This is an optimization exercise on Yosys and OpenROAD, whose aim is small area, a short achievable clock period and few clock cycles per item, not a production implementation.
No run shown here included a check of the RTL's function; only the layout flow was run.
Power and IR drop assume default switching activity.

[config.mk]
export PLATFORM = sky130hd
export DESIGN_NAME = poly_cv_gate_to_note_events
export DESIGN_NICKNAME = poly_cv_gate_to_note_events
export VERILOG_FILES = /design/flow/design.v
export SDC_FILE = /design/flow/constraint.sdc
export NUM_CORES = 4
export LEC_CHECK = 0
export CAP_MARGIN = 20
export CORE_MARGIN = 2
export CORE_UTILIZATION = 40
export SLEW_MARGIN = 20
[standard.sh]
#!/bin/bash
# synth_recipe.tcl (not shown) runs the flow's synth.tcl, then flattens the netlist and writes it again
# the make line also repeats each setting of config.mk as NAME=value (left out here)
make -C /OpenROAD-flow-scripts/flow DESIGN_CONFIG=/design/flow/config.mk WORK_HOME=/design/flow/orfs CLKGATE_MAP_FILE= SYNTH_SCRIPT=/design/flow/synth_recipe.tcl "${@:-finish}"
[design.v]
package pcg_pkg;
   localparam int REQ_DATA_W = 88;
   localparam int RSP_DATA_W = 64;
   localparam int CSR_ADDR_W = 4;
   localparam int CSR_DATA_W = 32;
   localparam logic [1:0] EVT_NOTE_OFF = 2'd0;
   localparam logic [1:0] EVT_NOTE_ON  = 2'd1;
   localparam logic [1:0] EVT_PITCH    = 2'd2;
   localparam logic [1:0] REG_GATE_HIGH = 2'd0;
   localparam logic [1:0] REG_GATE_LOW  = 2'd1;
   localparam logic [1:0] REG_THRESHOLD = 2'd2;
   localparam logic [16:0] GATE_HIGH_RST = 17'd4096;
   localparam logic [16:0] GATE_LOW_RST  = 17'd409;
   localparam logic [15:0] THRESHOLD_RST = 16'd41;
   localparam logic [18:0] Q_BASE      = 19'd20480;
   localparam logic [12:0] VEL_DEFAULT = 13'd3277;     
   localparam logic [12:0] VEL_FULL    = 13'd4096;
endpackage
import pcg_pkg::*;
module pcg_csr (
   input  logic                  clock,
   input  logic                  reset,
   input  logic                  csr_psel,
   input  logic                  csr_penable,
   input  logic                  csr_pwrite,
   input  logic [CSR_ADDR_W-1:0] csr_paddr,
   input  logic [CSR_DATA_W-1:0] csr_pwdata,
   output logic [CSR_DATA_W-1:0] csr_prdata,
   output logic                  csr_pready,
   output logic signed [16:0]    gate_high,
   output logic signed [16:0]    gate_low,
   output logic [15:0]           threshold
);
   logic signed [16:0] gate_high_ff;
   logic signed [16:0] gate_low_ff;
   logic [15:0]        threshold_ff;
   logic [16:0]        rd_lo_ff;
   logic               rd_hi_ff;
   logic               wr_beat;
   logic               wr_high;
   logic               wr_low;
   logic signed [16:0] wr_level;
   assign csr_pready = 1'b1;
   assign wr_beat    = csr_psel && csr_penable && csr_pwrite;
   assign wr_high    = wr_beat && csr_paddr[3:2] == REG_GATE_HIGH;
   assign wr_low     = wr_beat && csr_paddr[3:2] == REG_GATE_LOW;
   assign wr_level   = csr_pwdata[16:0];
   assign threshold  = threshold_ff;
   assign gate_high  = gate_high_ff;
   assign gate_low   = gate_low_ff;
   always_ff @(posedge clock) begin
      if (reset) begin
         gate_high_ff <= GATE_HIGH_RST;
         gate_low_ff  <= GATE_LOW_RST;
         threshold_ff <= THRESHOLD_RST;
      end else begin
         if (wr_high) begin
            gate_high_ff <= wr_level;
         end
         if (wr_low) begin
            gate_low_ff <= wr_level;
         end
         if (wr_beat && csr_paddr[3:2] == REG_THRESHOLD) begin
            threshold_ff <= csr_pwdata[15:0];
         end
      end
   end
   always_ff @(posedge clock) begin
      case (csr_paddr[3:2])
         REG_GATE_HIGH: begin
            rd_lo_ff <= gate_high_ff;
            rd_hi_ff <= gate_high_ff[16];
         end
         REG_GATE_LOW: begin
            rd_lo_ff <= gate_low_ff;
            rd_hi_ff <= gate_low_ff[16];
         end
         REG_THRESHOLD: begin
            rd_lo_ff <= {1'b0, threshold_ff};
            rd_hi_ff <= 1'b0;
         end
         default: begin
            rd_lo_ff <= '0;
            rd_hi_ff <= 1'b0;
         end
      endcase
   end
   assign csr_prdata = {{15{rd_hi_ff}}, rd_lo_ff};
endmodule
import pcg_pkg::*;
module pcg_lane_mem (
   input  logic               clock,
   input  logic               reset,
   input  logic [15:0]        rd_sel,
   output logic [6:0]         rd_note,
   output logic [19:0]        rd_t,
   output logic [15:0]        gates,
   output logic [15:0]        gates_nx,
   input  logic [15:0]        gate_set,
   input  logic [15:0]        gate_clr,
   input  logic [15:0]        note_we,
   input  logic [15:0]        t_we,
   input  logic [6:0]         wr_note,
   input  logic [19:0]        wr_t
);
   logic [15:0] gate_ff;
   logic [6:0]  note_ff [0:15];
   logic [19:0] t_ff    [0:15];
   assign gates    = gate_ff;
   assign gates_nx = (gate_ff & ~gate_clr) | gate_set;
   always_comb begin
      rd_note   = '0;
      rd_t      = '0;
      for (int i = 0; i < 16; i++) begin
         rd_note   = rd_note   | (note_ff[i] & {7{rd_sel[i]}});
         rd_t      = rd_t      | (t_ff[i] & {20{rd_sel[i]}});
      end
   end
   always_ff @(posedge clock) begin
      if (reset) begin
         gate_ff <= '0;
      end else begin
         gate_ff <= gates_nx;
      end
   end
   always_ff @(posedge clock) begin
      for (int i = 0; i < 16; i++) begin
         if (note_we[i]) begin
            note_ff[i] <= wr_note;
         end
         if (t_we[i]) begin
            t_ff[i] <= wr_t;
         end
      end
   end
endmodule
import pcg_pkg::*;
module pcg_add #(
   parameter int W = 8
) (
   input  logic [W-1:0] a,
   input  logic [W-1:0] b,
   input  logic         cin,
   output logic [W-1:0] s
);
   logic [W-1:0] p;
   logic [W-1:0] g;
   logic [W-1:0] gg;
   logic [W-1:0] pp;
   always_comb begin
      p  = a ^ b;
      g  = a & b;
      gg = g;
      pp = p;
      gg[0] = g[0] | (p[0] & cin);
      for (int l = 0; (1 << l) < W; l++) begin
         for (int i = 0; i < W; i++) begin
            if ((i >> l) & 1) begin
               gg[i] = gg[i] | (pp[i] & gg[((i >> l) << l) - 1]);
               pp[i] = pp[i] & pp[((i >> l) << l) - 1];
            end
         end
      end
      s[0] = p[0] ^ cin;
      for (int i = 1; i < W; i++) begin
         s[i] = p[i] ^ gg[i - 1];
      end
   end
endmodule
module pcg_uge #(
   parameter int W = 8
) (
   input  logic [W-1:0] a,
   input  logic [W-1:0] b,
   output logic         ge
);
   logic [W-1:0] gg;
   logic [W-1:0] pp;
   always_comb begin
      gg = a & ~b;
      pp = a | ~b;
      gg[0] = gg[0] | pp[0];
      for (int l = 0; (1 << l) < W; l++) begin
         for (int i = 0; i < W; i++) begin
            if ((i >> l) & 1) begin
               gg[i] = gg[i] | (pp[i] & gg[((i >> l) << l) - 1]);
               pp[i] = pp[i] & pp[((i >> l) << l) - 1];
            end
         end
      end
      ge = gg[W-1];
   end
endmodule
module pcg_csa #(
   parameter int W = 8
) (
   input  logic [W-1:0] a,
   input  logic [W-1:0] b,
   input  logic [W-1:0] c,
   output logic [W-1:0] s,
   output logic [W-1:0] k
);
   assign s = a ^ b ^ c;
   assign k = {(a[W-2:0] & b[W-2:0]) | (a[W-2:0] & c[W-2:0]) | (b[W-2:0] & c[W-2:0]), 1'b0};
endmodule
module pcg_nonneg3 (
   input  logic [23:0] x,
   input  logic [23:0] y,
   input  logic [23:0] z,
   output logic        nonneg
);
   logic [23:0] s;
   logic [23:0] k;
   logic [22:0] gg;
   logic [22:0] pp;
   always_comb begin
      s  = x ^ y ^ z;
      k  = {(x[22:0] & y[22:0]) | (x[22:0] & z[22:0]) | (y[22:0] & z[22:0]), 1'b1};
      gg = s[22:0] & k[22:0];
      pp = s[22:0] | k[22:0];
      gg[0] = gg[0] | pp[0];    
      for (int l = 0; (1 << l) < 23; l++) begin
         for (int i = 0; i < 23; i++) begin
            if ((i >> l) & 1) begin
               gg[i] = gg[i] | (pp[i] & gg[((i >> l) << l) - 1]);
               pp[i] = pp[i] & pp[((i >> l) << l) - 1];
            end
         end
      end
      nonneg = !(s[23] ^ k[23] ^ gg[22]);
   end
endmodule
module pcg_velocity_pre (
   input  logic [17:0] vel_t,       
   output logic [12:0] hi_s,
   output logic [12:0] hi_k,
   output logic        c6
);
   logic [18:0] s1, k1, s2, k2, s3, k3;
   logic        no_c6;
   pcg_csa #(.W(19)) u_v1 (.a(19'(vel_t) << 1), .b(19'(vel_t >> 3)), .c(19'(vel_t >> 7)),
                           .s(s1), .k(k1));
   pcg_csa #(.W(19)) u_v2 (.a(s1), .b(k1), .c(19'(vel_t >> 11)), .s(s2), .k(k2));
   pcg_csa #(.W(19)) u_v3 (.a(s2), .b(k2), .c(19'd38), .s(s3), .k(k3));
   pcg_uge #(.W(6)) u_c6 (.a(~k3[5:0]), .b(s3[5:0]), .ge(no_c6));
   assign c6   = !no_c6;
   assign hi_s = s3[18:6];
   assign hi_k = k3[18:6];
endmodule
module pcg_velocity (
   input  logic [12:0] hi_s,
   input  logic [12:0] hi_k,
   input  logic        c6,
   input  logic [1:0]  vel_sel,     
   output logic [12:0] velocity
);
   logic [12:0] quot;
   pcg_add #(.W(13)) u_hi (.a(hi_s), .b(hi_k), .cin(c6), .s(quot));
   always_comb begin
      case (vel_sel)
         2'd0:    velocity = quot;
         2'd1:    velocity = VEL_DEFAULT;
         2'd2:    velocity = 13'd0;
         default: velocity = VEL_FULL;
      endcase
   end
endmodule
module pcg_note_calc (
   input  logic signed [21:0] a,           
   input  logic [6:0]         rec_note,    
   input  logic signed [21:0] rec_a,       
   input  logic [15:0]        threshold,
   output logic [6:0]         note,        
   output logic signed [21:0] new_offset,  
   output logic signed [21:0] held_offset, 
   output logic               send_pitch   
);
   logic [9:0]  hi;
   logic        neg;
   logic        clamp_hi;
   logic [9:0]  hi_m127;
   logic [6:0]  hi_r;
   logic [9:0]  held_hi;
   logic        lo_ok;
   logic        hi_ok;
   assign hi       = a[21:12];
   assign neg      = a[21];
   assign clamp_hi = !neg && ((hi[9:7] != 3'd0) || (hi[6:0] == 7'd127 && a[11]));
   pcg_add #(.W(10)) u_hi_m127 (.a(hi), .b(10'h381), .cin(1'b0), .s(hi_m127));
   pcg_add #(.W(7))  u_hi_r    (.a(hi[6:0]), .b(7'd0), .cin(a[11]), .s(hi_r));
   always_comb begin
      if (neg) begin
         note       = 7'd0;
         new_offset = a;
      end else if (clamp_hi) begin
         note       = 7'd127;
         new_offset = {hi_m127, a[11:0]};
      end else begin
         note       = hi_r;
         new_offset = {{10{a[11]}}, a[11:0]};
      end
   end
   pcg_add #(.W(10)) u_held (.a(hi), .b(~{3'd0, rec_note}), .cin(1'b1), .s(held_hi));
   assign held_offset = {held_hi, a[11:0]};
   pcg_nonneg3 u_lo (
      .x      ({{2{a[21]}}, a}),
      .y      (~{8'd0, threshold}),
      .z      (~{{2{rec_a[21]}}, rec_a}),
      .nonneg (lo_ok)
   );
   pcg_nonneg3 u_hi (
      .x      ({{2{rec_a[21]}}, rec_a}),
      .y      (~{{2{a[21]}}, a}),
      .z      (~{8'd0, threshold}),
      .nonneg (hi_ok)
   );
   assign send_pitch = lo_ok || hi_ok;
endmodule
import pcg_pkg::*;
module pcg_event_out (
   input  logic                  clock,
   input  logic                  reset,
   input  logic                  push,      
   input  logic [1:0]            e_kind,
   input  logic [3:0]            e_lane,
   input  logic [6:0]            e_note,
   input  logic [12:0]           e_vel,
   input  logic [21:0]           e_off,
   input  logic [15:0]           e_time,
   input  logic                  e_last,
   input  logic                  e_on,      
   output logic                  skid_busy,
   output logic                  skid_busy_nx,
   output logic                  rsp_tvalid,
   input  logic                  rsp_tready,
   output logic [RSP_DATA_W-1:0] rsp_tdata,
   output logic [1:0]            rsp_tuser,
   output logic                  rsp_tlast
);
   localparam int EW = 66;
   logic          o_valid_ff;
   logic          o_on_ff;
   logic [1:0]    o_kind_ff;
   logic [3:0]    o_lane_ff;
   logic [6:0]    o_note_ff;
   logic [12:0]   o_vel_ff;
   logic [21:0]   o_off_ff;
   logic [15:0]   o_time_ff;
   logic          o_last_ff;
   logic [1:0]    cnt_ff;         
   logic [1:0]    cnt_nx;
   logic [EW-1:0] q0_ff;
   logic [EW-1:0] q1_ff;
   logic [EW-1:0] e_bus;
   logic [EW-1:0] o_src;
   logic          o_free;
   logic          o_take;         
   logic          pop;
   logic          to_q;
   assign e_bus  = {e_on, e_last, e_kind, e_lane, e_note, e_vel, e_off, e_time};
   assign o_free = !o_valid_ff || (rsp_tready && !o_on_ff);
   assign o_take = o_free && !o_on_ff;
   assign o_src  = (cnt_ff != 2'd0) ? q0_ff : e_bus;
   assign pop    = o_take && (cnt_ff != 2'd0);
   assign to_q   = push && !(o_take && cnt_ff == 2'd0);
   assign cnt_nx = cnt_ff - 2'(pop) + 2'(to_q);
   assign skid_busy    = (cnt_ff == 2'd2);
   assign skid_busy_nx = (cnt_nx == 2'd2);
   always_ff @(posedge clock) begin
      if (reset) begin
         o_valid_ff <= 1'b0;
         o_on_ff    <= 1'b0;
         cnt_ff     <= 2'd0;
      end else begin
         if (o_on_ff) begin
            if (rsp_tready) begin
               o_on_ff <= 1'b0;
            end
         end else if (o_free) begin
            o_valid_ff <= (cnt_ff != 2'd0) || push;
            o_on_ff    <= o_src[EW-1] && ((cnt_ff != 2'd0) || push);
         end
         cnt_ff <= cnt_nx;
      end
   end
   always_ff @(posedge clock) begin
      if (o_on_ff) begin
         if (rsp_tready) begin
            o_kind_ff <= EVT_PITCH;
            o_vel_ff  <= '0;
            o_last_ff <= 1'b1;
         end
      end else if (o_free) begin
         {o_last_ff, o_kind_ff, o_lane_ff, o_note_ff, o_vel_ff, o_off_ff, o_time_ff} <= o_src[EW-2:0];
         o_last_ff <= o_src[EW-2] && !o_src[EW-1];
      end
      if (pop) begin
         q0_ff <= (cnt_ff == 2'd2) ? q1_ff : e_bus;
         if (to_q && cnt_ff == 2'd2) begin
            q1_ff <= e_bus;
         end
      end else begin
         if (cnt_ff == 2'd0) begin
            q0_ff <= e_bus;
         end
         if (to_q && cnt_ff == 2'd1) begin
            q1_ff <= e_bus;
         end
      end
   end
   assign rsp_tvalid = o_valid_ff;
   assign rsp_tuser  = o_kind_ff;
   assign rsp_tlast  = o_last_ff;
   assign rsp_tdata  = {2'd0, o_time_ff, o_off_ff & {22{!o_on_ff}}, o_vel_ff, o_note_ff, o_lane_ff};
endmodule
import pcg_pkg::*;
module poly_cv_gate_to_note_events (
   input  logic                  clock,
   input  logic                  reset,
   input  logic                  req_tvalid,
   output logic                  req_tready,
   input  logic [REQ_DATA_W-1:0] req_tdata,
   input  logic [0:0]            req_tuser,    
   output logic                  rsp_tvalid,
   input  logic                  rsp_tready,
   output logic [RSP_DATA_W-1:0] rsp_tdata,
   output logic [1:0]            rsp_tuser,    
   output logic                  rsp_tlast,
   input  logic                  csr_psel,
   input  logic                  csr_penable,
   input  logic                  csr_pwrite,
   input  logic [CSR_ADDR_W-1:0] csr_paddr,
   input  logic [CSR_DATA_W-1:0] csr_pwdata,
   output logic [CSR_DATA_W-1:0] csr_prdata,
   output logic                  csr_pready
);
   logic signed [16:0] gate_high;
   logic signed [16:0] gate_low;
   logic [15:0]        threshold;
   logic               rdy_ff;         
   logic               a_valid_ff;
   logic               a_reset_ff;
   logic [3:0]         a_lane_ff;
   logic [4:0]         a_req_ff;       
   logic signed [16:0] a_gate_ff;
   logic               a_ge;           
   logic               a_le;           
   logic signed [16:0] a_pitch_ff;
   logic signed [6:0]  a_m_ff;         
   logic [17:0]        a_vt_ff;        
   logic [1:0]         a_vsel_ff;
   logic [15:0]        a_time_ff;
   logic               b_valid_ff;
   logic               b_simple_ff;    
   logic               b_final_ff;     
   logic               it_reset_ff;    
   logic [15:0]        it_sel_ff;      
   logic [15:0]        it_pend_ff;     
   logic               it_use_ff;      
   logic               it_ge_ff;       
   logic               it_le_ff;       
   logic signed [19:0] it_t_ff;        
   logic [12:0]        it_vhs_ff;      
   logic [12:0]        it_vhk_ff;
   logic               it_vc_ff;
   logic [1:0]         it_vsel_ff;
   logic               noev_ff;        
   logic               fire_ff;        
   logic               done_ff;        
   logic               bfree_ff;       
   logic [15:0]        it_time_ff;
   logic               rec_gate_ff;    
   logic [6:0]         rec_note_ff;
   logic signed [19:0] rec_t_ff;
   logic [4:0]         lanes_ff;       
   logic signed [16:0] in_gate;
   logic signed [16:0] in_vl;
   logic [4:0]         in_count;
   logic [17:0]        in_vt;
   logic               a_lane0;
   logic [15:0]        a_sel;
   logic               a_simple;
   logic [19:0]        a_t_s, a_t_k, a_t;
   logic [12:0]        a_vhs;
   logic [12:0]        a_vhk;
   logic               a_vc;
   logic [15:0]        a_pend;
   logic [12:0]        c_vel;
   logic [6:0]         mem_note;
   logic [19:0]        mem_t;
   logic [15:0]        walk_sel;
   logic [6:0]         walk_note;
   logic [15:0]        rd_sel;
   logic [15:0]        gates;
   logic [15:0]        gates_nx;
   logic [15:0]        gate_set;
   logic [15:0]        gate_clr;
   logic [15:0]        note_we;
   logic [15:0]        t_we;
   logic               note_wr;
   logic               t_wr;
   logic [6:0]         c_note;
   logic signed [21:0] c_new_off;
   logic signed [21:0] c_held_off;
   logic               c_send;
   logic [15:0]        pending;
   logic               walk_any;
   logic               walk_single;
   logic [3:0]         walk_lane;
   logic [3:0]         it_lane;
   logic               step;           
   logic               fire;
   logic               b_done;
   logic               a_move;
   logic               a_valid_nx;
   logic               b_valid_nx;
   logic               b_final_nx;
   logic               step_nx;
   logic               wphase;         
   logic               bfree_nx;
   logic               noev_nx;
   logic               fire_nx;
   logic               a_use;
   logic               a_gate;
   logic               rise, fall, held;
   logic               s_event;
   logic               skid_busy;
   logic               skid_busy_nx;
   logic               push;
   logic [1:0]         e_kind;
   logic [3:0]         e_lane;
   logic [6:0]         e_note;
   logic [12:0]        e_vel;
   logic [21:0]        e_off;
   logic               e_last;
   logic               e_on;
   pcg_csr u_csr (
      .clock       (clock),
      .reset       (reset),
      .csr_psel    (csr_psel),
      .csr_penable (csr_penable),
      .csr_pwrite  (csr_pwrite),
      .csr_paddr   (csr_paddr),
      .csr_pwdata  (csr_pwdata),
      .csr_prdata  (csr_prdata),
      .csr_pready  (csr_pready),
      .gate_high   (gate_high),
      .gate_low    (gate_low),
      .threshold   (threshold)
   );
   pcg_lane_mem u_lane_mem (
      .clock     (clock),
      .reset     (reset),
      .rd_sel    (rd_sel),
      .rd_note   (mem_note),
      .rd_t      (mem_t),
      .gates     (gates),
      .gates_nx  (gates_nx),
      .gate_set  (gate_set),
      .gate_clr  (gate_clr),
      .note_we   (note_we),
      .t_we      (t_we),
      .wr_note   (c_note),
      .wr_t      (it_t_ff)
   );
   pcg_velocity_pre u_velocity_pre (
      .vel_t (a_vt_ff),
      .hi_s  (a_vhs),
      .hi_k  (a_vhk),
      .c6    (a_vc)
   );
   pcg_velocity u_velocity (
      .hi_s     (it_vhs_ff),
      .hi_k     (it_vhk_ff),
      .c6       (it_vc_ff),
      .vel_sel  (it_vsel_ff),
      .velocity (c_vel)
   );
   pcg_note_calc u_note_calc (
      .a           ({it_t_ff, 2'b00}),
      .rec_note    (rec_note_ff),
      .rec_a       ({rec_t_ff, 2'b00}),
      .threshold   (threshold),
      .note        (c_note),
      .new_offset  (c_new_off),
      .held_offset (c_held_off),
      .send_pitch  (c_send)
   );
   pcg_event_out u_event_out (
      .clock        (clock),
      .reset        (reset),
      .push         (push),
      .e_kind       (e_kind),
      .e_lane       (e_lane),
      .e_note       (e_note),
      .e_vel        (e_vel),
      .e_off        (e_off),
      .e_time       (it_time_ff),
      .e_last       (e_last),
      .e_on         (e_on),
      .skid_busy    (skid_busy),
      .skid_busy_nx (skid_busy_nx),
      .rsp_tvalid   (rsp_tvalid),
      .rsp_tready   (rsp_tready),
      .rsp_tdata    (rsp_tdata),
      .rsp_tuser    (rsp_tuser),
      .rsp_tlast    (rsp_tlast)
   );
   assign req_tready = rdy_ff;
   assign in_count = req_tdata[8:4];
   assign in_gate  = req_tdata[25:9];
   assign in_vl    = req_tdata[64:48];
   pcg_add #(.W(18)) u_in_vt (.a(18'(in_vl[15:0])), .b(18'(in_vl[15:0]) << 1), .cin(1'b0), .s(in_vt));
   always_ff @(posedge clock) begin
      if (rdy_ff) begin
         a_reset_ff <= req_tuser[0];
         a_lane_ff  <= req_tdata[3:0];
         if (in_count == 5'd0) begin
            a_req_ff <= 5'd1;
         end else if (in_count > 5'd16) begin
            a_req_ff <= 5'd16;
         end else begin
            a_req_ff <= in_count;
         end
         a_gate_ff  <= in_gate;
         a_pitch_ff <= req_tdata[42:26];
         a_m_ff     <= 7'sd15 + 7'($signed(req_tdata[47:43])) + (7'($signed(req_tdata[47:43])) <<< 1);
         a_vt_ff    <= in_vt;
         if (!req_tdata[65]) begin
            a_vsel_ff <= 2'd1;
         end else if (in_vl[16] || in_vl == 17'd0) begin
            a_vsel_ff <= 2'd2;
         end else if (in_vl >= 17'sd40955) begin
            a_vsel_ff <= 2'd3;
         end else begin
            a_vsel_ff <= 2'd0;
         end
         a_time_ff  <= req_tdata[81:66];
      end
   end
   pcg_uge #(.W(17)) u_ge (.a(a_gate_ff ^ 17'h10000), .b(gate_high ^ 17'h10000), .ge(a_ge));
   pcg_uge #(.W(17)) u_le (.a(gate_low ^ 17'h10000), .b(a_gate_ff ^ 17'h10000), .ge(a_le));
   assign a_lane0  = (a_lane_ff == 4'd0);
   assign a_sel    = 16'(1) << a_lane_ff;
   assign a_simple = (a_pend == 16'd0);
   pcg_csa #(.W(20)) u_a_csa (
      .a (20'(a_pitch_ff)),
      .b (20'(a_pitch_ff) << 1),
      .c (20'(a_m_ff) << 12),
      .s (a_t_s),
      .k (a_t_k)
   );
   pcg_add #(.W(20)) u_a_add (.a(a_t_s), .b(a_t_k), .cin(1'b0), .s(a_t));
   assign wphase = !(b_simple_ff || b_final_ff);
   assign step   = !wphase;
   assign fire   = fire_ff;
   assign b_done = done_ff;
   assign a_move = a_valid_ff && bfree_ff;
   assign a_use  = !a_reset_ff && (a_lane0 || {1'b0, a_lane_ff} < lanes_ff);
   assign a_gate = |(gates_nx & a_sel);
   always_comb begin
      a_valid_nx = rdy_ff ? req_tvalid : a_valid_ff;
      b_valid_nx = a_move || (b_valid_ff && !b_done);
      if (bfree_ff) begin
         b_final_nx = 1'b0;
         step_nx    = a_simple;
         noev_nx    = !a_use || (!a_gate && !a_ge);
      end else begin
         noev_nx    = noev_ff;
         b_final_nx = b_final_ff
                      || (b_valid_ff && wphase && (!walk_any || (fire && walk_single)));
         step_nx    = b_simple_ff || b_final_nx;
      end
      fire_nx  = b_valid_nx && (!skid_busy_nx || (noev_nx && step_nx));
      bfree_nx = !b_valid_nx || (fire_nx && step_nx);
   end
   always_ff @(posedge clock) begin
      if (reset) begin
         rdy_ff     <= 1'b1;
         a_valid_ff <= 1'b0;
         b_valid_ff <= 1'b0;
         b_final_ff <= 1'b0;
         fire_ff    <= 1'b0;
         noev_ff    <= 1'b0;
         done_ff    <= 1'b0;
         bfree_ff   <= 1'b1;
         lanes_ff   <= 5'd1;
      end else begin
         rdy_ff     <= !a_valid_nx || bfree_nx;
         a_valid_ff <= a_valid_nx;
         b_valid_ff <= b_valid_nx;
         b_final_ff <= b_final_nx;
         fire_ff    <= fire_nx;
         done_ff    <= fire_nx && step_nx;
         noev_ff    <= noev_nx;
         bfree_ff   <= bfree_nx;
         if (a_move) begin
            if (a_reset_ff) begin
               lanes_ff <= 5'd1;
            end else if (a_lane0) begin
               lanes_ff <= a_req_ff;
            end
         end
      end
   end
   always_comb begin
      for (int i = 0; i < 16; i++) begin
         a_pend[i] = gates_nx[i] && (a_reset_ff || (a_lane0 && 5'(i) >= a_req_ff));
      end
   end
   always_ff @(posedge clock) begin
      if (bfree_ff) begin
         b_simple_ff <= a_simple;
         it_reset_ff <= a_reset_ff;
         it_sel_ff   <= a_sel;
         it_pend_ff  <= a_pend;
         it_use_ff   <= a_use;
         it_ge_ff    <= a_ge;
         it_le_ff    <= a_le;
         it_t_ff     <= a_t;
         it_vhs_ff   <= a_vhs;
         it_vhk_ff   <= a_vhk;
         it_vc_ff    <= a_vc;
         it_vsel_ff  <= a_vsel_ff;
         it_time_ff  <= a_time_ff;
         rec_gate_ff <= a_gate;
         rec_note_ff <= (note_wr && |(it_sel_ff & a_sel)) ? c_note : mem_note;
         rec_t_ff    <= (t_wr && |(it_sel_ff & a_sel)) ? it_t_ff : mem_t;
      end else if (fire && wphase) begin
         it_pend_ff  <= it_pend_ff & ~walk_sel;
      end
   end
   assign pending   = it_pend_ff;
   assign rd_sel    = (b_valid_ff && wphase) ? walk_sel : a_sel;
   assign walk_note = mem_note;
   assign walk_any = |pending;
   always_comb begin
      walk_sel  = '0;
      walk_lane = '0;
      for (int i = 15; i >= 0; i--) begin
         if (pending[i]) begin
            walk_sel  = 16'(1) << i;
            walk_lane = 4'(i);
         end
      end
   end
   assign walk_single = (pending & ~walk_sel) == 16'd0;
   always_comb begin
      it_lane = '0;
      for (int i = 0; i < 16; i++) begin
         it_lane = it_lane | (4'(i) & {4{it_sel_ff[i]}});
      end
   end
   assign rise    = it_use_ff && !rec_gate_ff && it_ge_ff;
   assign fall    = it_use_ff && rec_gate_ff && it_le_ff;
   assign held    = it_use_ff && rec_gate_ff && !it_le_ff && c_send;
   assign s_event = rise || fall || held;
   assign note_wr = b_done && rise;
   assign t_wr    = b_done && (rise || held);
   always_comb begin
      push     = 1'b0;
      e_kind   = EVT_NOTE_OFF;
      e_lane   = it_lane;
      e_note   = rec_note_ff;
      e_vel    = '0;
      e_off    = '0;
      e_last   = 1'b1;
      e_on     = 1'b0;
      gate_set = '0;
      gate_clr = '0;
      if (wphase) begin
         push   = fire && walk_any;
         e_lane = walk_lane;
         e_note = walk_note;
         e_last = walk_single && (it_reset_ff || !s_event);
         if (fire) begin
            gate_clr = walk_sel;
         end
      end else begin
         push = fire && s_event;
         if (rise) begin
            e_kind = EVT_NOTE_ON;
            e_note = c_note;
            e_vel  = c_vel;
            e_off  = c_new_off;
            e_on   = 1'b1;
         end else if (!fall) begin
            e_kind = EVT_PITCH;
            e_off  = c_held_off;
         end
         if (fire) begin
            gate_set = rise ? it_sel_ff : 16'd0;
            gate_clr = fall ? it_sel_ff : 16'd0;
         end
      end
   end
   assign note_we = note_wr ? it_sel_ff : 16'd0;
   assign t_we    = t_wr ? it_sel_ff : 16'd0;
endmodule
[constraint.sdc]
create_clock -name core_clock -period 10.0 [get_ports {clock}]
set_input_delay 2.0000 -clock core_clock [delete_from_list [all_inputs] [get_ports {clock}]]
set_output_delay 2.0000 -clock core_clock [all_outputs]
set_load 0.01 [all_outputs]
[flow/run.sh]
#!/bin/bash
# Layout flow: the standard layout (standard.sh, with its synthesis
# unchanged), run with timing repair aimed below the clock period, small
# plain buffers on the ports (resized by repair where timing needs it) and
# larger clock-tree sink clusters. Each tool's output goes to a log file here.
set -euo pipefail
export SETUP_SLACK_MARGIN=6.15
export BUFFER_PORTS_ARGS="-buffer_cell sky130_fd_sc_hd__buf_1"
export CTS_CLUSTER_SIZE=25
export CTS_CLUSTER_DIAMETER=100
bash standard.sh > standard_flow.log 2>&1
==> results.toml, run 1 <==
[sta]
rsz0062_at_grt = "true"
fin_hold_ws_ns = 0.425
period_minus_slack_ns = 4.05
fmax_mhz = 247
worst_slew_pin_slew_ns = 1.20
setup_viol = 0
hold_violations = 0
tns_ns = 0
skew_ns = 0.0294
max-slew-margin-rel = 0.199
slew_violations = 0
period_share = 0.405

[drt]
drc = 0
wire_per_inst_um = 23.7
initialDrtViolationCount = 3506
routed_wirelength_um = 117000
ant_nets = 0
vias_per_cell = 5.57
dr.pass1.iters = 7
routed-via-count = 27500

[die]
die-area_sq_um = 107000
core_area_sq_um = 104000
die_h_um = 327
ios = 234
die_x_um = 327
initial_core_util = 0.404
rows = 118

[clocking]
cts_buffer_depth = 3
hold_buffers = 0
clk_latency_ns = 0.65
cts-htree-levels = 2
cts_root_buf = "clkbuf_16"
clk_pin_slew_ns = 0.09
cts_tree = "done"
numCtsBuffers = 45
clock_sinks = 938

[global_route]
globalRouteTotalUtil = 0.205
grt_antenna_before_repair = 4
grt_pass1_vias = 25900
overflow = 0
grt_pass1_wl_um = 165000
grt_max_degree = 85

[critical_path]
timing.rr.end = "rdy_ff"
ff2ff_setup_slack_ns = 5.95
reg2reg_depth = 17
arrival_ns = 4.56
cp-endpoint = "rdy_ff"
required_ns = 10.52
cp-start-kind = "flop"
path_class = "reg2reg"
cp_max_fo = 4
r2r_start = "it_t_ff[0]"
crit_start = "it_t_ff[0]"
end_kind = "flop"

[logic_synthesis]
yosys_most_used_dff = "edfxtp_1"
synth_top_area_share = 0.601
ys_ff_latch = 938
synthDistinctLibCells = 88
async_reset_ff_frac = 0
syn_area_sq_um = 41800
yosysWarnings = 16
yosys-top-cells-area = "edfxtp_1 (60%), dfxtp_1 (4.8%), nand2_1 (4.4%)"
ys_seq_area_frac = 0.649
avgSynthCellArea_sq_um = 12.8
synth_edf_count = 837
synthCells = 3266
synth_area_leader_cell = "edfxtp_1"

[layout]
fillers = 9382
fin_nets = 3877
fin_util = 0.457
drive_above_1_share = 0.104
syn2layout_area_growth_pct = 13.3
fin_area_sq_um = 47400
layout.area.seq_sq_um = 27200
multiInputGateArea_sq_um = 14100

[power_and_ir_drop]
power_density_nw_per_um2 = 225
ir_drop_mv = 0.177
p_leak_nw = 17.2
total_power_mw = 10.7

[place]
placed_cell_area_sq_um = 44400
port_buffers = 205
place_congestion = 0.897
hpwl_um = 70300

[worst_hold_path]
hold_class = "reg2reg"
worstHoldPathCells = 0

[outcome]
status = "finished clean"

[run]
cap_violations = 0
metal layers:
layer,wire length (um),global-route usage,vias up
met5,28,0,-
met4,4880,0.0717,2
met3,9040,0.0292,228
met2,55700,0.336,1181
met1,47600,0.279,13500
li1,-,-,12600
metrics by stage:
step | std cells | worst slack, ns
after floorplan | 3269 | 5.37
after global placement | 4759 | 4.35
after detailed placement | 4759 | 4.38
after CTS | 4874 | 5.91
after global routing | 4939 | 5.74
final | 4939 | 5.95
how the worst min path moves through the flow:
stage | start | to | slack [ns]
2_1_floorplan | a_time_ff[0] | it_time_ff[0] | 0.40
3_3_place_gp | a_time_ff[1] | it_time_ff[1] | 0.40
3_5_place_dp | a_time_ff[3] | it_time_ff[3] | 0.40
4_1_cts | a_time_ff[7] | it_time_ff[7] | 0.42
5_1_grt | a_time_ff[12] | it_time_ff[12] | 0.43
6_report | a_time_ff[7] | it_time_ff[7] | 0.42
critical path: stages, from the launching register on:
cell      delay (ns)
edfxtp_1        0.51
fa_1            0.54
o21ai_2         0.07
maj3_2          0.30
maj3_2          0.30
o211ai_1        0.28
a31oi_2         0.15
or3_1           0.33
o211ai_1        0.09
buf_4           0.20
o221ai_4        0.11
a21oi_2         0.14
ha_2            0.20
xor2_2          0.15
xnor2_1         0.10
nor2_1          0.17
a21bo_1         0.19
nand3b_1        0.08
cell families (layout without fill, tap and decap cells):
kind of cell	Yosys count	after routing	share of synthesized area
mux	56	56	0.0145
buf+inv	355	602	0.0342
flops	938	938	0.649
other cells	2	8	0.000180
xor+xnor	45	45	0.00942
simple gates	988	1019	0.109
compound gates	661	670	0.107
fa+ha+maj	221	221	0.0766
cells in the final DEF (no fill, tap or decap), drive strengths merged, types with 10 or more instances in the layout:
cell type,n
or2,12
a22oi,61
a211oi,40
nand2,489
maj3,16
fa,64
nand2b,30
o211ai,13
a31oi,15
nand3,87
a21oi,164
and3,30
inv,204
o21ai,143
nor4,17
o21a,21
buf,326
edfxtp,837
clkbuf,68
nor3,26
nor2,146
nor2b,50
mux2i,27
o22ai,16
or3,17
a222oi,78
or4,10
dfxtp,101
a21o,23
mux2,28
nand4,17
xor2,17
o31ai,14
xnor2,28
and2,69
ha,141
synth_stat cells (50+ instances only):
cell and instances:
a21oi_1 164, a222oi_1 78, a22oi_1 61, clkbuf_1 124, dfxtp_1 101, edfxtp_1 837
fa_1 64, ha_1 141, inv_1 197, nand2_1 489, nand3_1 87, nor2_1 145
nor2b_1 50, o21ai_0 128
what timing repair did:
action	4_1_cts	5_1_grt
pin swaps	23	22
setup buffers	35	16
gates cloned	17	45
setup endpoints to repair	455	416
resized for setup	58	100
registers in the layout, indices dropped and copies added, names as in the netlist, 16 cells and up:
signal / count
a_gate_ff: 17
u_lane_mem.note_ff: 112
a_time_ff: 16
a_pitch_ff: 17
u_csr.threshold_ff: 16
a_vt_ff: 18
u_event_out.q1_ff: 63
it_pend_ff: 16
u_csr.gate_low_ff: 17
u_lane_mem.gate_ff: 16
u_csr.rd_lo_ff: 17
u_event_out.q0_ff: 63
it_t_ff: 20
it_sel_ff: 16
u_event_out.o_off_ff: 20
it_time_ff: 16
u_csr.gate_high_ff: 17
u_event_out.o_time_ff: 16
rec_t_ff: 20
u_lane_mem.t_ff: 320
final cells by class:
class | instances | area share
flip-flops and latches | 938 | 0.573
inverters | 197 | 0.0162
multi-input cells | 2016 | 0.298
well taps | 1380 | 0.0364
clock buffers | 53 | 0.0244
clock inverters | 10 | 0.00201
diodes | 3 | 0.000158
repair buffers | 342 | 0.0499
report_power, final:
part	leakage, nW	switching [mW]	internal, mW	total, mW
sequential	9.01	0.249	5.14	5.39
clock	0.617	1.24	0.844	2.08
combinational	7.62	2.08	1.10	3.18
total	17.2	3.57	7.09	10.7
==> run 2, diff against run 1 <==
--- a/design.v
+++ b/design.v
@@ -231,21 +231,27 @@
    end
 endmodule
 module pcg_velocity_pre (
-   input  logic [17:0] vel_t,       
+   input  logic [15:0] vel_l,       
    output logic [12:0] hi_s,
    output logic [12:0] hi_k,
    output logic        c6
 );
-   logic [18:0] s1, k1, s2, k2, s3, k3;
-   logic        no_c6;
-   pcg_csa #(.W(19)) u_v1 (.a(19'(vel_t) << 1), .b(19'(vel_t >> 3)), .c(19'(vel_t >> 7)),
+   logic [20:0] s1, k1, s2, k2, s3, k3, s4, k4, s5, k5, s6, k6, s7, k7;
+   logic        no_c;
+   pcg_csa #(.W(21)) u_v1 (.a(21'(vel_l) << 4), .b(21'(vel_l) << 3), .c(21'(vel_l)),
                            .s(s1), .k(k1));
-   pcg_csa #(.W(19)) u_v2 (.a(s1), .b(k1), .c(19'(vel_t >> 11)), .s(s2), .k(k2));
-   pcg_csa #(.W(19)) u_v3 (.a(s2), .b(k2), .c(19'd38), .s(s3), .k(k3));
-   pcg_uge #(.W(6)) u_c6 (.a(~k3[5:0]), .b(s3[5:0]), .ge(no_c6));
-   assign c6   = !no_c6;
-   assign hi_s = s3[18:6];
-   assign hi_k = k3[18:6];
+   pcg_csa #(.W(21)) u_v2 (.a(21'(vel_l >> 1)), .b(21'(vel_l >> 4)), .c(21'(vel_l >> 5)),
+                           .s(s2), .k(k2));
+   pcg_csa #(.W(21)) u_v3 (.a(21'(vel_l >> 8)), .b(21'(vel_l >> 9)), .c(21'd148),
+                           .s(s3), .k(k3));
+   pcg_csa #(.W(21)) u_v4 (.a(s1), .b(k1), .c(s2), .s(s4), .k(k4));
+   pcg_csa #(.W(21)) u_v5 (.a(k2), .b(s3), .c(k3), .s(s5), .k(k5));
+   pcg_csa #(.W(21)) u_v6 (.a(s4), .b(k4), .c(s5), .s(s6), .k(k6));
+   pcg_csa #(.W(21)) u_v7 (.a(s6), .b(k6), .c(k5), .s(s7), .k(k7));
+   pcg_uge #(.W(8)) u_c (.a(~k7[7:0]), .b(s7[7:0]), .ge(no_c));
+   assign c6   = !no_c;
+   assign hi_s = s7[20:8];
+   assign hi_k = k7[20:8];
 endmodule
 module pcg_velocity (
    input  logic [12:0] hi_s,
@@ -347,40 +353,31 @@
    logic [21:0]   o_off_ff;
    logic [15:0]   o_time_ff;
    logic          o_last_ff;
-   logic [1:0]    cnt_ff;         
-   logic [1:0]    cnt_nx;
-   logic [EW-1:0] q0_ff;
-   logic [EW-1:0] q1_ff;
+   logic          s_valid_ff;
+   logic [EW-1:0] s_ff;
    logic [EW-1:0] e_bus;
    logic [EW-1:0] o_src;
    logic          o_free;
-   logic          o_take;         
-   logic          pop;
-   logic          to_q;
    assign e_bus  = {e_on, e_last, e_kind, e_lane, e_note, e_vel, e_off, e_time};
    assign o_free = !o_valid_ff || (rsp_tready && !o_on_ff);
-   assign o_take = o_free && !o_on_ff;
-   assign o_src  = (cnt_ff != 2'd0) ? q0_ff : e_bus;
-   assign pop    = o_take && (cnt_ff != 2'd0);
-   assign to_q   = push && !(o_take && cnt_ff == 2'd0);
-   assign cnt_nx = cnt_ff - 2'(pop) + 2'(to_q);
-   assign skid_busy    = (cnt_ff == 2'd2);
-   assign skid_busy_nx = (cnt_nx == 2'd2);
+   assign o_src  = s_valid_ff ? s_ff : e_bus;
+   assign skid_busy    = s_valid_ff;
+   assign skid_busy_nx = s_valid_ff ? !o_free : (push && !o_free);
    always_ff @(posedge clock) begin
       if (reset) begin
          o_valid_ff <= 1'b0;
          o_on_ff    <= 1'b0;
-         cnt_ff     <= 2'd0;
+         s_valid_ff <= 1'b0;
       end else begin
          if (o_on_ff) begin
             if (rsp_tready) begin
                o_on_ff <= 1'b0;
             end
          end else if (o_free) begin
-            o_valid_ff <= (cnt_ff != 2'd0) || push;
-            o_on_ff    <= o_src[EW-1] && ((cnt_ff != 2'd0) || push);
+            o_valid_ff <= s_valid_ff || push;
+            o_on_ff    <= o_src[EW-1] && (s_valid_ff || push);
          end
-         cnt_ff <= cnt_nx;
+         s_valid_ff <= skid_busy_nx;
       end
    end
    always_ff @(posedge clock) begin
@@ -394,18 +391,8 @@
          {o_last_ff, o_kind_ff, o_lane_ff, o_note_ff, o_vel_ff, o_off_ff, o_time_ff} <= o_src[EW-2:0];
          o_last_ff <= o_src[EW-2] && !o_src[EW-1];
       end
-      if (pop) begin
-         q0_ff <= (cnt_ff == 2'd2) ? q1_ff : e_bus;
-         if (to_q && cnt_ff == 2'd2) begin
-            q1_ff <= e_bus;
-         end
-      end else begin
-         if (cnt_ff == 2'd0) begin
-            q0_ff <= e_bus;
-         end
-         if (to_q && cnt_ff == 2'd1) begin
-            q1_ff <= e_bus;
-         end
+      if (!s_valid_ff) begin
+         s_ff <= e_bus;
       end
    end
    assign rsp_tvalid = o_valid_ff;
@@ -447,7 +434,7 @@
    logic               a_le;           
    logic signed [16:0] a_pitch_ff;
    logic signed [6:0]  a_m_ff;         
-   logic [17:0]        a_vt_ff;        
+   logic [15:0]        a_vl_ff;        
    logic [1:0]         a_vsel_ff;
    logic [15:0]        a_time_ff;
    logic               b_valid_ff;
@@ -476,7 +463,6 @@
    logic signed [16:0] in_gate;
    logic signed [16:0] in_vl;
    logic [4:0]         in_count;
-   logic [17:0]        in_vt;
    logic               a_lane0;
    logic [15:0]        a_sel;
    logic               a_simple;
@@ -564,7 +550,7 @@
       .wr_t      (it_t_ff)
    );
    pcg_velocity_pre u_velocity_pre (
-      .vel_t (a_vt_ff),
+      .vel_l (a_vl_ff),
       .hi_s  (a_vhs),
       .hi_k  (a_vhk),
       .c6    (a_vc)
@@ -610,7 +596,6 @@
    assign in_count = req_tdata[8:4];
    assign in_gate  = req_tdata[25:9];
    assign in_vl    = req_tdata[64:48];
-   pcg_add #(.W(18)) u_in_vt (.a(18'(in_vl[15:0])), .b(18'(in_vl[15:0]) << 1), .cin(1'b0), .s(in_vt));
    always_ff @(posedge clock) begin
       if (rdy_ff) begin
          a_reset_ff <= req_tuser[0];
@@ -625,7 +610,7 @@
          a_gate_ff  <= in_gate;
          a_pitch_ff <= req_tdata[42:26];
          a_m_ff     <= 7'sd15 + 7'($signed(req_tdata[47:43])) + (7'($signed(req_tdata[47:43])) <<< 1);
-         a_vt_ff    <= in_vt;
+         a_vl_ff    <= in_vl[15:0];
          if (!req_tdata[65]) begin
             a_vsel_ff <= 2'd1;
          end else if (in_vl[16] || in_vl == 17'd0) begin
--- a/flow/run.sh
+++ b/flow/run.sh
@@ -4,7 +4,7 @@
 # plain buffers on the ports (resized by repair where timing needs it) and
 # larger clock-tree sink clusters. Each tool's output goes to a log file here.
 set -euo pipefail
-export SETUP_SLACK_MARGIN=6.15
+export SETUP_SLACK_MARGIN=6
 export BUFFER_PORTS_ARGS="-buffer_cell sky130_fd_sc_hd__buf_1"
 export CTS_CLUSTER_SIZE=25
 export CTS_CLUSTER_DIAMETER=100
==> run 2 against run 1 <==
Compared with the run above: still clean; flip-flop and latch count is 60 lower; maximum frequency about the same; area after synthesis shrank 7.2%; die area shrank 7.2%; worst setup slack barely moved; sequential power decreased by 15%; via count shrank 10%; non-clock buffer count down 30; final area shrank 8.5%; critical endpoint is now it_vc_ff.
==> results.toml, run 2 <==
[logic_synthesis]
synth_area_leader_cell = "edfxtp_1"
synthCells = 2901
ys_ff_latch = 878
async_reset_ff_frac = 0
ys_seq_area_frac = 0.637
synth_top_area_share = 0.551
avgSynthCellArea_sq_um = 13.4
syn_area_sq_um = 38800
synth_most_common_cell = "edfxtp_1"
yosysWarnings = 15
yosys_most_used_dff = "edfxtp_1"
synth_edf_count = 712
synth_commonest_cells = "edfxtp_1 (712), nand2_1 (276), inv_1 (207)"
synthDistinctLibCells = 81
yosys-top-cells-area = "edfxtp_1 (55%), dfxtp_1 (8.6%), fa_1 (5.5%)"

[sta]
setup_viol = 0
rsz0062_at_grt = "true"
hold_violations = 0
skew_ns = 0.0413
max-slew-margin-rel = 0.244
period_minus_slack_ns = 4.05
period_share = 0.405
slew_violations = 0
tns_ns = 0
fmax_mhz = 247
worst_slew_pin_slew_ns = 1.12

[global_route]
globalRouteTotalUtil = 0.196
grt_antenna_before_repair = 2
grt_max_degree = 67
grt_pass1_wl_um = 148000
grt_pass1_vias = 24000
overflow = 0

[critical_path]
r2r_start = "a_vl_ff[6]"
reg2reg_depth = 14
cp_max_fo = 4
required_ns = 10.52
timing.rr.end = "it_vc_ff"
cp-start-kind = "flop"
arrival_ns = 4.56
end_kind = "flop"
ff2ff_setup_slack_ns = 5.95
path_class = "reg2reg"

[power_and_ir_drop]
total_power_mw = 8.72
switching_share = 0.302
power_switching_mw = 2.63
power_density_nw_per_um2 = 201
p_leak_nw = 15.6
ir_drop_mv = 0.163
seqPwrFrac = 0.526
p_int_mw = 6.09
pwr-share-comb = 0.236
p_clk_frac = 0.237

[clocking]
numCtsBuffers = 43
clk_pin_slew_ns = 0.10
cts-htree-levels = 2
clk_latency_ns = 0.65
clock_sinks = 878
cts_buffer_depth = 3
cts_tree = "done"
cts_root_buf = "clkbuf_16"

[drt]
ant_nets = 0
wire_per_inst_um = 22.5
initialDrtViolationCount = 2381
routed_wirelength_um = 99700
drc = 0
vias_per_cell = 5.56
dr.pass1.iters = 8
routed-via-count = 24700

[place]
hpwl_um = 65400
placed_cell_area_sq_um = 41300
place_congestion = 0.884
dp.cells = 4311
port_buffers = 207

[worst_hold_path]
min-delay-start = "a_time_ff[8]"
worstHoldPathCells = 0
whs_endpoint = "it_time_ff[8]"
hold_class = "reg2reg"

[layout]
final_cell_count_no_fill = 4435
multiInputGateArea_sq_um = 13100
syn2layout_area_growth_pct = 11.7
fillers = 8883
fin_util = 0.450
top_register = "u_lane_mem.t_ff"
layout.area.seq_sq_um = 24700
drive_above_1_share = 0.0921
layout_commonest_cell = "edfxtp_1"
num_antenna_cells = 0
fin_area_sq_um = 43300
largest_reg_flops = 320
top_regs = "u_lane_mem.t_ff: 320 flops, u_lane_mem.note_ff: 112 flops, u_event_out.s_ff: 66 flops"
layout_common_cells = "edfxtp_1 (712), nand2_1 (275), buf_1 (206)"
fin_nets = 3479

[die]
rows = 114
initial_core_util = 0.402
die-area_sq_um = 99500
core_area_sq_um = 96400
die_x_um = 315
die_h_um = 315
ios = 234

[run]
cap_violations = 0

[outcome]
status = "finished clean"
==> run 2: changes by cell type after synthesis, moves of 30 or more <==
cell,delta
nor3_1,+32
a222oi_1,+30
nor2_1,-52
fa_1,+42
nand2_1,-213
a22oi_1,-45
edfxtp_1,-125
o21ai_0,-31
dfxtp_1,+65
a21oi_1,-50
==> run 2: cells by family after synthesis <==
| logic type | synth area share |
|---|---|
| buffers and inverters | 0.0357 |
| adder cells (fa/ha/maj) | 0.0952 |
| multiplexers | 0.0204 |
| AO/OA/AOI/OAI | 0.108 |
| AND/OR/NAND/NOR | 0.0970 |
| other | 0.000194 |
| flip-flops | 0.637 |
| XOR/XNOR | 0.00654 |
==> run 2: cell type report <==
class | instances | area share
clock buffers | 70 | 0.0272
clock inverters | 10 | 0.00393
inverters | 208 | 0.0183
multi-input cells | 1681 | 0.302
flip-flops and latches | 878 | 0.570
well taps | 1276 | 0.0368
repair buffers | 312 | 0.0414
==> run 2: layer usage <==
metal  global-route usage  vias to the layer above  routed length (um)
met2                0.321                      796               47800
met1                0.265                    12400               42200
li1                     -                    11300                   -
met4               0.0578                        0                2920
met3               0.0365                      123                6770
met5                    0                        -                   0
==> run 2: worst max-delay path by stage <==
stage	start	end	cells after the start
after CTS	a_vl_ff[6]	it_vc_ff	14
after global placement	it_t_ff[19]	u_lane_mem.t_ff[10][0]	11
after detailed placement	it_t_ff[9]	u_lane_mem.t_ff[10][0]	10
final	a_vl_ff[6]	it_vc_ff	14
after global routing	a_vl_ff[6]	it_vc_ff	14
after floorplan	a_vl_ff[5]	it_vc_ff	14
==> run 2: stage by stage <==
step           setup slack (ns)  hold WS, ns
2_1_floorplan              6.03        0.400
3_3_place_gp               5.21        0.400
3_5_place_dp               5.15        0.405
4_1_cts                    6.00        0.428
5_1_grt                    5.81        0.436
6_report                   5.95        0.426
==> run 2: power groups by stage <==
stage	Combinational, mW	Clock (mW)	Sequential (mW)
finish	2.06	2.07	4.59
global route	2.30	2.22	4.62
CTS	2.01	2.12	4.58
detailed placement	1.92	0	4.67
global placement	1.90	0	4.67
floorplan	1.13	0	4.73
==> run 2: critical path, cell delays in order, from the launching register on <==
cell,delay (ns)
edfxtp_1,0.49
fa_2,0.38
inv_2,0.07
fa_1,0.40
fa_1,0.54
inv_2,0.04
fa_1,0.49
nand4b_1,0.10
maj3_2,0.30
maj3_2,0.31
maj3_2,0.33
nor2_2,0.11
nor2_1,0.04
a21oi_1,0.13
maj3_2,0.19
==> run 2: what timing repair did <==
action	in CTS	in global routing
setup endpoints to repair	350	355
hold buffers	0	0
cloned	4	6
buffers inserted	20	14
pin swaps	8	15
gates resized for setup	26	51

## what the ideal ports hide
How much do the figures lean on ideal ports? The routed layouts below were timed once more, with nothing changed but the port constraints. Step 1 sets driving cells, clkbuf_16 on the clock port and buf_2 on the other inputs (assumed; they add their load-dependent delay and slew). Step 2 times the ports against the registers' clock, not the clock port: input delays grow and output delays shrink by t, the midpoint of the rising clock arrivals with the driver on. Three values: no drivers, after step 1, after step 2; two values: the first two.
run	shift t [ns]	setup WS [ns]	worst register clock-pin slew, ns
run 1	0.694	5.954 / 5.954 / 5.467	0.11 / 0.11
run 2	0.700	5.954 / 5.954 / 5.954	0.11 / 0.11
After both steps setup and hold are still met in every run listed. For run 1, which loses most, drivers alone change the setup slack by 0.000 ns; drivers and shift together by -0.487 ns.
